This is an optimization exercise on Yosys and OpenROAD, whose aim is small area, a short achievable clock period and few clock cycles per item, not a production implementation. Where RTL was checked, it was by simulation tests only, not by an equivalence proof against the original. Power figures rest on the tool's default switching activity, not on a simulated workload.

==> 11-28: inputs <==
## mm_top
module mm_top
(
  input  logic        clk_i,
  input  logic        rst_i,
  input  logic        in_valid_i,
  input  logic [35:0] in_beat_i,
  output logic        in_ready_o,
  output logic        z_valid_o,
  output logic [79:0] z_o,
  input  logic        z_ready_i,
  output logic        busy_o
);
make LEC_CHECK=0 CAP_MARGIN=20 CORE_MARGIN=2 CORE_UTILIZATION=40 CTS_CLUSTER_DIAMETER=110 CTS_CLUSTER_SIZE=26 SETUP_SLACK_MARGIN=4.2 SLEW_MARGIN=20 finish   # period 7.0 ns
run.sh (not shown) runs the stock make flow with config.mk's settings and CLKGATE_MAP_FILE= SYNTH_SCRIPT=/design/flow/synth_recipe.tcl, a recipe that flattens the netlist after the stock synthesis.
==> inputs of 05-22, as changes to 11-28 <==
--- a/flow/design.v
+++ b/flow/design.v
@@ -1247,16 +1247,14 @@
     cs2_q[44] <= cs1_q[118];
     cs2_q[45] <= c446;
     cs2_q[46] <= s447;
     cs2_q[47] <= c448;
   end
-  logic [17:0] ra, rb;
-  assign ra = {1'b1, c480, c478, c476, c474, c472, c470, c468, c466, c464, c462, c460, c458, c456, c454, c452, c450, s449};
-  assign rb = {1'b0, cs2_q[47], s479, s477, s475, s473, s471, s469, s467, s465, s463, s461, s459, s457, s455, s453, s451, cs2_q[2]};
-  logic [17:0] zs;
-  assign zs = ra + rb;
-  assign z_o = {{2{zs[17]}}, zs};
+  logic [19:0] ra, rb;
+  assign ra = {1'b1, 1'b1, 1'b1, c480, c478, c476, c474, c472, c470, c468, c466, c464, c462, c460, c458, c456, c454, c452, c450, s449};
+  assign rb = {1'b0, 1'b0, 1'b0, cs2_q[47], s479, s477, s475, s473, s471, s469, s467, s465, s463, s461, s459, s457, s455, s453, s451, cs2_q[2]};
+  assign z_o = ra + rb;
 endmodule
 `timescale 1ns/10ps
 module mm_engine
 (
   input  logic         clk_i,
- CTS_CLUSTER_DIAMETER: 110 -> not set
- CTS_CLUSTER_SIZE: 26 -> not set
- SETUP_SLACK_MARGIN: 4.2 -> 4.5
==> qor summary <==
Non-clock buffer instance count of the final layout: 05-22 210; 11-28 180
Post-synthesis instance area: 05-22 27600 µm²; 11-28 27800 µm²
Syn Inst Count: 05-22 2320; 11-28 2353
Register-to-Register Setup Slack: 05-22 4.22 ns; 11-28 4.18 ns
Master of the slowest instance on the critical path: 05-22 fa_2; 11-28 fa_1
Run status: 05-22 timing/DRC/antenna clean; 11-28 timing/DRC/antenna clean
Horizontal die dimension: 05-22 267 µm; 11-28 267 µm
Routed wirelength normalized by instance count: 05-22 20.1 µm; 11-28 19.6 µm
TritonCTS buffer count: 05-22 60; 11-28 28
Sequential share of the synthesized area: 05-22 55.5%; 11-28 54.8%
Fill cell total of the finished layout: 05-22 6042; 11-28 6220
Die area: 05-22 71200 µm²; 11-28 71500 µm²
Routed WL: 05-22 67400 µm; 11-28 65200 µm
Total global-route track usage: 05-22 18.5%; 11-28 17.9%
Testbench counts of 05-22, summed over its fixed seeds: cycles 3,136, jobs 512.
Only the layout flow was run in 11-28; the RTL was not checked for function there.

---

==> 06-05 <==
Another version of the RTL of mm_top (not shown whole).
// mm_top
module mm_top
(
  input  logic        clk_i,
  input  logic        rst_i,
  input  logic        in_valid_i,
  input  logic [35:0] in_beat_i,
  output logic        in_ready_o,
  output logic        z_valid_o,
  output logic [79:0] z_o,
  input  logic        z_ready_i,
  output logic        busy_o
);
Settings: LEC_CHECK=0, CAP_MARGIN=20, CORE_MARGIN=2, CORE_UTILIZATION=40, CTS_CLUSTER_DIAMETER=110, CTS_CLUSTER_SIZE=26, SETUP_SLACK_MARGIN=4.35, SLEW_MARGIN=20; clock period 7.0 ns.
==> inputs of 07-23, as changes to 06-05 <==
--- a/flow/design.v
+++ b/flow/design.v
@@ -1249,16 +1249,14 @@
     cs2_q[38] <= cs1_q[118];
     cs2_q[39] <= c462;
     cs2_q[40] <= s463;
     cs2_q[41] <= c464;
   end
-  logic [17:0] ra, rb;
-  assign ra = {1'b1, c484, c482, c480, c478, c476, c474, c472, c470, c468, c466, s465, cs2_q[10], cs2_q[8], cs2_q[6], cs2_q[4], cs2_q[2], cs2_q[0]};
-  assign rb = {1'b0, cs2_q[41], s483, s481, s479, s477, s475, s473, s471, s469, s467, cs2_q[14], cs2_q[11], cs2_q[9], cs2_q[7], cs2_q[5], cs2_q[3], cs2_q[1]};
-  logic [17:0] zs;
-  assign zs = ra + rb;
-  assign z_o = {{2{zs[17]}}, zs};
+  logic [19:0] ra, rb;
+  assign ra = {1'b1, 1'b1, 1'b1, c484, c482, c480, c478, c476, c474, c472, c470, c468, c466, s465, cs2_q[10], cs2_q[8], cs2_q[6], cs2_q[4], cs2_q[2], cs2_q[0]};
+  assign rb = {1'b0, 1'b0, 1'b0, cs2_q[41], s483, s481, s479, s477, s475, s473, s471, s469, s467, cs2_q[14], cs2_q[11], cs2_q[9], cs2_q[7], cs2_q[5], cs2_q[3], cs2_q[1]};
+  assign z_o = ra + rb;
 endmodule
 `timescale 1ns/10ps
 module mm_engine
 (
   input  logic         clk_i,
==> flow/flow/run.sh (new file) <==
#!/bin/bash
# Layout with the standard flow; the only change is the port buffers:
# every input and output port still gets one, but as buf_1 rather than the
# delay cell the flow's default choice picks.
set -euo pipefail
export BUFFER_PORTS_ARGS="-buffer_cell sky130_fd_sc_hd__buf_1"
bash standard.sh synth > synth.log 2>&1
bash standard.sh > layout.log 2>&1
==> flow/standard.sh (new file) <==
#!/bin/bash
# synth_recipe.tcl (not shown) runs the flow's synth.tcl, then flattens the netlist and writes it again
# the make line also repeats each setting of config.mk as NAME=value (left out here)
make -C /OpenROAD-flow-scripts/flow DESIGN_CONFIG=/design/flow/config.mk WORK_HOME=/design/flow/orfs CLKGATE_MAP_FILE= SYNTH_SCRIPT=/design/flow/synth_recipe.tcl "${@:-finish}"
GPL_ROUTABILITY_DRIVEN = 0   (was not set)
removed: flow/run.sh
==> flow_metrics.tcl <==
set metrics [dict create \
    max_slew_margin_pct 27.2 \
    finalNetCount 2560 \
    path_cells "buf_1 -> nand2b_4 -> a21oi_4 -> nor4_1 -> o211ai_2 -> inv_6 -> nor2_4 -> o21a_1" \
    use_met1_pct 25.2 \
    outcome "timing/DRC/antenna clean" \
    clock_area_share_pct 2.93 \
]
(the above is from 07-23)
==> flow_metrics.tcl <==
set metrics [dict create \
    outcome "timing/DRC/antenna clean" \
    path_cells "buf_6 -> buf_6" \
    clock_area_share_pct 2.98 \
    use_met1_pct 25.2 \
]
(the above is from 06-05)
Testbench counts of 07-23, summed over its fixed seeds: cycles 3,136, jobs 512.
Only the layout flow was run in 06-05; the RTL was not checked for function there.

---

==> run G: inputs <==
mm_top with an RTL version that a note above also has.
Design mm_top, start of the top module:
module mm_top
(
  input  logic        clk_i,
  input  logic        rst_i,
  input  logic        in_valid_i,
  input  logic [35:0] in_beat_i,
  output logic        in_ready_o,
  output logic        z_valid_o,
  output logic [79:0] z_o,
  input  logic        z_ready_i,
  output logic        busy_o
);
Settings: LEC_CHECK=0, CAP_MARGIN=20, CORE_MARGIN=2, CORE_UTILIZATION=40, SETUP_SLACK_MARGIN=3.9, SLEW_MARGIN=20; clock period 7.0 ns.
Stock flow here: none of the scripts above is used.
==> inputs of run K, as changes to run G <==
==> flow/flow/run.sh (new file) <==
#!/bin/bash
# Layout with the standard flow; the only change is the port buffers:
# every input and output port still gets one, but as buf_2 rather than the
# delay cell the flow's default choice picks.
set -euo pipefail
export BUFFER_PORTS_ARGS="-buffer_cell sky130_fd_sc_hd__buf_2"
bash standard.sh synth > synth.log 2>&1
bash standard.sh > layout.log 2>&1
==> flow/standard.sh (new file) <==
#!/bin/bash
# synth_recipe.tcl (not shown) runs the flow's synth.tcl, then flattens the netlist and writes it again
# the make line also repeats each setting of config.mk as NAME=value (left out here)
make -C /OpenROAD-flow-scripts/flow DESIGN_CONFIG=/design/flow/config.mk WORK_HOME=/design/flow/orfs CLKGATE_MAP_FILE= SYNTH_SCRIPT=/design/flow/synth_recipe.tcl "${@:-finish}"
- SETUP_SLACK_MARGIN: 3.9 -> 4.2
removed: flow/run.sh
==> inputs of run R, as changes to run G <==
- CTS_CLUSTER_DIAMETER: default -> 110
- CTS_CLUSTER_SIZE: default -> 26
- SETUP_SLACK_MARGIN: 3.9 -> 4.35
==> notes.md <==
Sequential share of layout area, lowest first: run G, run K, run R.
Of run R and run G, run R has the higher hold slack (gap 9.0 ps).
Against run G, the register-to-register slack of run K is higher by 220 ps.
The lowest total power belongs to run R, the highest to run K.
Testbench counts of run G, summed over its fixed seeds: cycles 3,136, jobs 512.
Testbench counts of run K, summed over its fixed seeds: cycles 3,136, jobs 512.
Testbench counts of run R, summed over its fixed seeds: cycles 3,136, jobs 512.

---

==> v37: inputs <==
RTL: one of the versions met above, not the one the previous note started from.
clock: 7.0 ns
lec_check: 0
cap_margin: 20
core_margin: 2
core_utilization: 44
cts_cluster_diameter: 110
cts_cluster_size: 26
setup_slack_margin: 4.4
slew_margin: 20
standard.sh (not shown) runs the stock make flow with config.mk's settings and CLKGATE_MAP_FILE= SYNTH_SCRIPT=/design/flow/synth_recipe.tcl, a recipe that flattens the netlist after the stock synthesis.
==> flow/flow/run.sh <==
#!/bin/bash
# Layout with the standard flow; the only change is the port buffers:
# every input and output port still gets one, but as buf_1 rather than the
# delay cell the flow's default choice picks.
set -euo pipefail
export BUFFER_PORTS_ARGS="-buffer_cell sky130_fd_sc_hd__buf_1"
bash standard.sh synth > synth.log 2>&1
bash standard.sh > layout.log 2>&1
==> inputs of v10, as changes to v37 <==
--- a/flow/config.mk
+++ b/flow/config.mk
@@ -7,8 +7,8 @@
 export LEC_CHECK = 0
-export CAP_MARGIN = 20
+export CAP_MARGIN = 10
 export CORE_MARGIN = 2
-export CORE_UTILIZATION = 44
+export CORE_UTILIZATION = 40
 export CTS_CLUSTER_DIAMETER = 110
 export CTS_CLUSTER_SIZE = 26
-export SETUP_SLACK_MARGIN = 4.4
-export SLEW_MARGIN = 20
+export SETUP_SLACK_MARGIN = 4.35
+export SLEW_MARGIN = 10
==> inputs of v11, as changes to v37 <==
==> flow/run.sh (new file) <==
#!/bin/bash
# synth_recipe.tcl (not shown) runs the flow's synth.tcl, then flattens the netlist and writes it again
# the make line also repeats each setting of config.mk as NAME=value (left out here)
make -C /OpenROAD-flow-scripts/flow DESIGN_CONFIG=/design/flow/config.mk WORK_HOME=/design/flow/orfs CLKGATE_MAP_FILE= SYNTH_SCRIPT=/design/flow/synth_recipe.tcl finish
--- a/flow/config.mk
+++ b/flow/config.mk
@@ -9,6 +9,6 @@
 export CORE_MARGIN = 2
-export CORE_UTILIZATION = 44
+export CORE_UTILIZATION = 40
 export CTS_CLUSTER_DIAMETER = 110
 export CTS_CLUSTER_SIZE = 26
-export SETUP_SLACK_MARGIN = 4.4
+export SETUP_SLACK_MARGIN = 4.45
 export SLEW_MARGIN = 20
removed: flow/flow/run.sh
removed: flow/standard.sh
==> impl_metrics.csv <==
group,metric,value,unit
status,status,"complete, no violations",
worst_hold_path,hp-start,"i_engine.i_pe_row.cs1_q[118]",
place,dp_slack,3370,ps
place,place_congestion,0.853,
layout,finalCoreUtilization,43.7,%
power_and_ir_drop,power.static_leakage,10.8,nW
power_and_ir_drop,seq_power_share,66.8,%
floorplan,rows,96,
critical_path,crit_path_required_time,7240,ps
floorplan,floorplan.core_area,0.0685,mm²
sta,layout_setup_ws,4140,ps
sta,min_period,2860,ps
global_routing,grt.met3_usage,1.97,%
power_and_ir_drop,comb_cell_power,0.142,mW
-- figures above: v10

==> impl_metrics.csv <==
group,metric,value,unit
place,port_buf_inserts,122,
floorplan,dieArea,0.0710,mm²
critical_path,crit_path_required_time,7330,ps
sta,layout_setup_ws,4350,ps
place,place_congestion,0.852,
global_routing,grtUsageMet1,24.5,%
power_and_ir_drop,comb_cell_power,0.160,mW
global_routing,grt_start_max_net_pins,53,
power_and_ir_drop,seq_power_share,65.2,%
place,dp_slack,3050,ps
global_routing,grt.met3_usage,2.31,%
floorplan,rows,96,
power_and_ir_drop,power.static_leakage,11.5,nW
sta,min_period,2650,ps
layout,finalCoreUtilization,45.6,%
status,status,"complete, no violations",
worst_hold_path,hp-start,"i_engine.i_pe_row.cs1_q[2]",
-- figures above: v11

==> impl_metrics.csv <==
group,metric,value,unit
status,status,"complete, no violations",
place,place_congestion,0.868,
global_routing,grt.met3_usage,2.68,%
critical_path,slowest_delay,580,ps
power_and_ir_drop,seq_power_share,66.8,%
layout,finalCoreUtilization,48.9,%
floorplan,floorplan.core_area,0.0618,mm²
place,dp_slack,3450,ps
place,detailed_place_hpwl,44600,µm
sta,layout_setup_ws,4400,ps
floorplan,rows,91,
sta,min_period,2600,ps
worst_hold_path,hp-start,"i_engine.last1_q",
power_and_ir_drop,power.static_leakage,11.0,nW
power_and_ir_drop,comb_cell_power,0.143,mW
-- figures above: v37

Testbench counts of v37, summed over its fixed seeds: cycles 3,136, jobs 512.
Testbench counts of v10, summed over its fixed seeds: cycles 3,136, jobs 512.
Testbench counts of v11, summed over its fixed seeds: cycles 3,136, jobs 512.

---

==> build 41 <==
mm_top with an RTL version that a note above also has.
export LEC_CHECK = 0
export CAP_MARGIN = 20
export CORE_MARGIN = 2
export CORE_UTILIZATION = 40
export SETUP_SLACK_MARGIN = 4.2
export SLEW_MARGIN = 20
create_clock -name core_clock -period 7.0 [get_ports {clk_i}]
run.sh (not shown) runs the stock make flow with config.mk's settings and CLKGATE_MAP_FILE= SYNTH_SCRIPT=/design/flow/synth_recipe.tcl, a recipe that flattens the netlist after the stock synthesis.
Stock flow here: none of the scripts above is used.
==> inputs of trial 77, as changes to build 41 <==
==> flow/flow/run.sh (new file) <==
#!/bin/bash
# Layout with the standard flow; the only change is the port buffers:
# every input and output port still gets one, but as buf_2 rather than the
# delay cell the flow's default choice picks.
set -euo pipefail
export BUFFER_PORTS_ARGS="-buffer_cell sky130_fd_sc_hd__buf_2"
bash standard.sh synth > synth.log 2>&1
bash standard.sh > layout.log 2>&1
==> flow/standard.sh (new file) <==
#!/bin/bash
# synth_recipe.tcl (not shown) runs the flow's synth.tcl, then flattens the netlist and writes it again
# the make line also repeats each setting of config.mk as NAME=value (left out here)
make -C /OpenROAD-flow-scripts/flow DESIGN_CONFIG=/design/flow/config.mk WORK_HOME=/design/flow/orfs CLKGATE_MAP_FILE= SYNTH_SCRIPT=/design/flow/synth_recipe.tcl "${@:-finish}"
--- a/flow/config.mk
+++ b/flow/config.mk
@@ -9,4 +9,6 @@
 export CORE_MARGIN = 2
 export CORE_UTILIZATION = 40
+export CTS_CLUSTER_DIAMETER = 110
+export CTS_CLUSTER_SIZE = 26
 export SETUP_SLACK_MARGIN = 4.2
 export SLEW_MARGIN = 20
removed: flow/run.sh
==> qor summary <==
	trial 77	build 41
Area of the multi-input gates	0.01145 mm^2	0.01149 mm^2
Setup slack on the worst flop-to-flop path	4.15 ns	4.31 ns
Worst hold margin	0.3257 ns	0.3252 ns
Total CTS buffers	28	61
Time the final worst path needs with I/O delays and setup	2.850 ns	2.742 ns
Post-Place Setup Slack	3.185 ns	2.771 ns
Worst setup path category	flop to flop	flop to output pin
Register fraction of the total cell area	50.69%	47.67%
Via count of the first global-routing pass	16,200	16,660
Clk. pwr	0.00191 W	0.00339 W
Fraction of area in multi-input gates	37.84%	35.72%
Fraction of power consumed by the clock network	32.3%	45.7%
DR vias/cell	5.331	5.333
Number of logic stages on the critical path including buffering	9	1
Cell with the biggest individual delay on the critical path	sky130_fd_sc_hd__fa_2	sky130_fd_sc_hd__edfxtp_1
Result of the run	timing/DRC/antenna clean	timing/DRC/antenna clean
Max-Slew Margin vs Limit	27.90%	28.04%
CP bufs+invs	0	1
Testbench counts of build 41, summed over its fixed seeds: cycles 3,136, jobs 512.
Testbench counts of trial 77, summed over its fixed seeds: cycles 3,136, jobs 512.

---

==> inputs of run C <==
mm_top with an RTL version that a note above also has.
Settings: LEC_CHECK=0, CAP_MARGIN=20, CORE_MARGIN=2, CORE_UTILIZATION=40, SETUP_SLACK_MARGIN=4.35, SLEW_MARGIN=20; clock period 7.0 ns.
Stock flow here: none of the scripts above is used.
==> run Z (differences from run C) <==
--- a/flow/design.v
+++ b/flow/design.v
@@ -1245,20 +1245,18 @@
     cs2_q[42] <= c444;
     cs2_q[43] <= s445;
     cs2_q[44] <= cs1_q[118];
     cs2_q[45] <= c446;
     cs2_q[46] <= s447;
     cs2_q[47] <= c448;
   end
-  logic [17:0] ra, rb;
-  assign ra = {1'b1, c480, c478, c476, c474, c472, c470, c468, c466, c464, c462, c460, c458, c456, c454, c452, c450, s449};
-  assign rb = {1'b0, cs2_q[47], s479, s477, s475, s473, s471, s469, s467, s465, s463, s461, s459, s457, s455, s453, s451, cs2_q[2]};
-  logic [17:0] zs;
-  assign zs = ra + rb;
-  assign z_o = {{2{zs[17]}}, zs};
+  logic [19:0] ra, rb;
+  assign ra = {1'b1, 1'b1, 1'b1, c480, c478, c476, c474, c472, c470, c468, c466, c464, c462, c460, c458, c456, c454, c452, c450, s449};
+  assign rb = {1'b0, 1'b0, 1'b0, cs2_q[47], s479, s477, s475, s473, s471, s469, s467, s465, s463, s461, s459, s457, s455, s453, s451, cs2_q[2]};
+  assign z_o = ra + rb;
 endmodule
 `timescale 1ns/10ps
 module mm_engine
 (
   input  logic         clk_i,
   input  logic         rst_i,
   input  logic         comp_i,
CORE_UTILIZATION = 55   (was 40)
CTS_BUF_LIST = sky130_fd_sc_hd__clkbuf_4 sky130_fd_sc_hd__clkbuf_8   (was default)
CTS_CLUSTER_SIZE = 20   (was default)
SETUP_SLACK_MARGIN = 4.5   (was 4.35)
==> notes <==
In sequential power, run Z and run C hardly differ. Between run Z and run C, the lower via count is in run C (gap about 2%, measured against run C). Of run Z and run C, run C has the higher cell count (gap about 5.6%, measured against run C). Against run C, the area after synthesis of run Z is lower by 0.42%. In run Z the count of clock-buffer cells in the layout is higher than in run C, by 50. Of run Z and run C, run C has the higher clock power (gap about 3%, measured against run C).
Testbench counts of run Z, summed over its fixed seeds: cycles 3,136, jobs 512.
Only the layout flow was run in run C; the RTL was not checked for function there.

-- what the ideal ports hide --
No port has a modelled driver above. Below, the same layouts with a new extraction and two added sets of constraints. Step 1, drivers: a clkbuf_16 drives clk_i and a buf_2 each remaining input, both assumed. Step 2 also shifts input and output timing later by t, the mid clock arrival at the registers, as if the neighbouring blocks saw the same clock. Three values: no drivers, after step 1, after step 2; two values: the first two.
run | t (ns) | setup slack, ns | pins driven straight from the clock port
11-28 | 0.665 | 4.179 / 4.179 / 3.603 | 1
05-22 | 0.677 | 4.224 / 4.224 / 3.749 | 1
06-05 | 0.675 | 4.312 / 4.253 / 3.716 | 1
07-23 | 0.670 | 4.310 / 4.345 / 3.675 | 1
run G | 0.679 | 4.010 / 3.956 / 3.368 | 1
run K | 0.681 | 4.232 / 4.232 / 3.657 | 1
run R | 0.661 | 4.197 / 4.197 / 3.754 | 1
v37 | 0.659 | 4.403 / 4.378 / 3.871 | 1
v10 | 0.659 | 4.144 / 4.183 / 3.524 | 1
v11 | 0.668 | 4.351 / 4.351 / 3.865 | 1
build 41 | 0.673 | 4.258 / 4.197 / 3.672 | 1
trial 77 | 0.682 | 4.150 / 4.150 / 3.653 | 1
run C | 0.693 | 4.216 / 4.216 / 3.734 | 1
run Z | 0.760 | 4.154 / 4.154 / 3.654 | 1
After both steps setup and hold are still met in every run listed. The setup slack of run G, which loses most, moves by -0.054 ns with the drivers and by -0.642 ns with both steps.
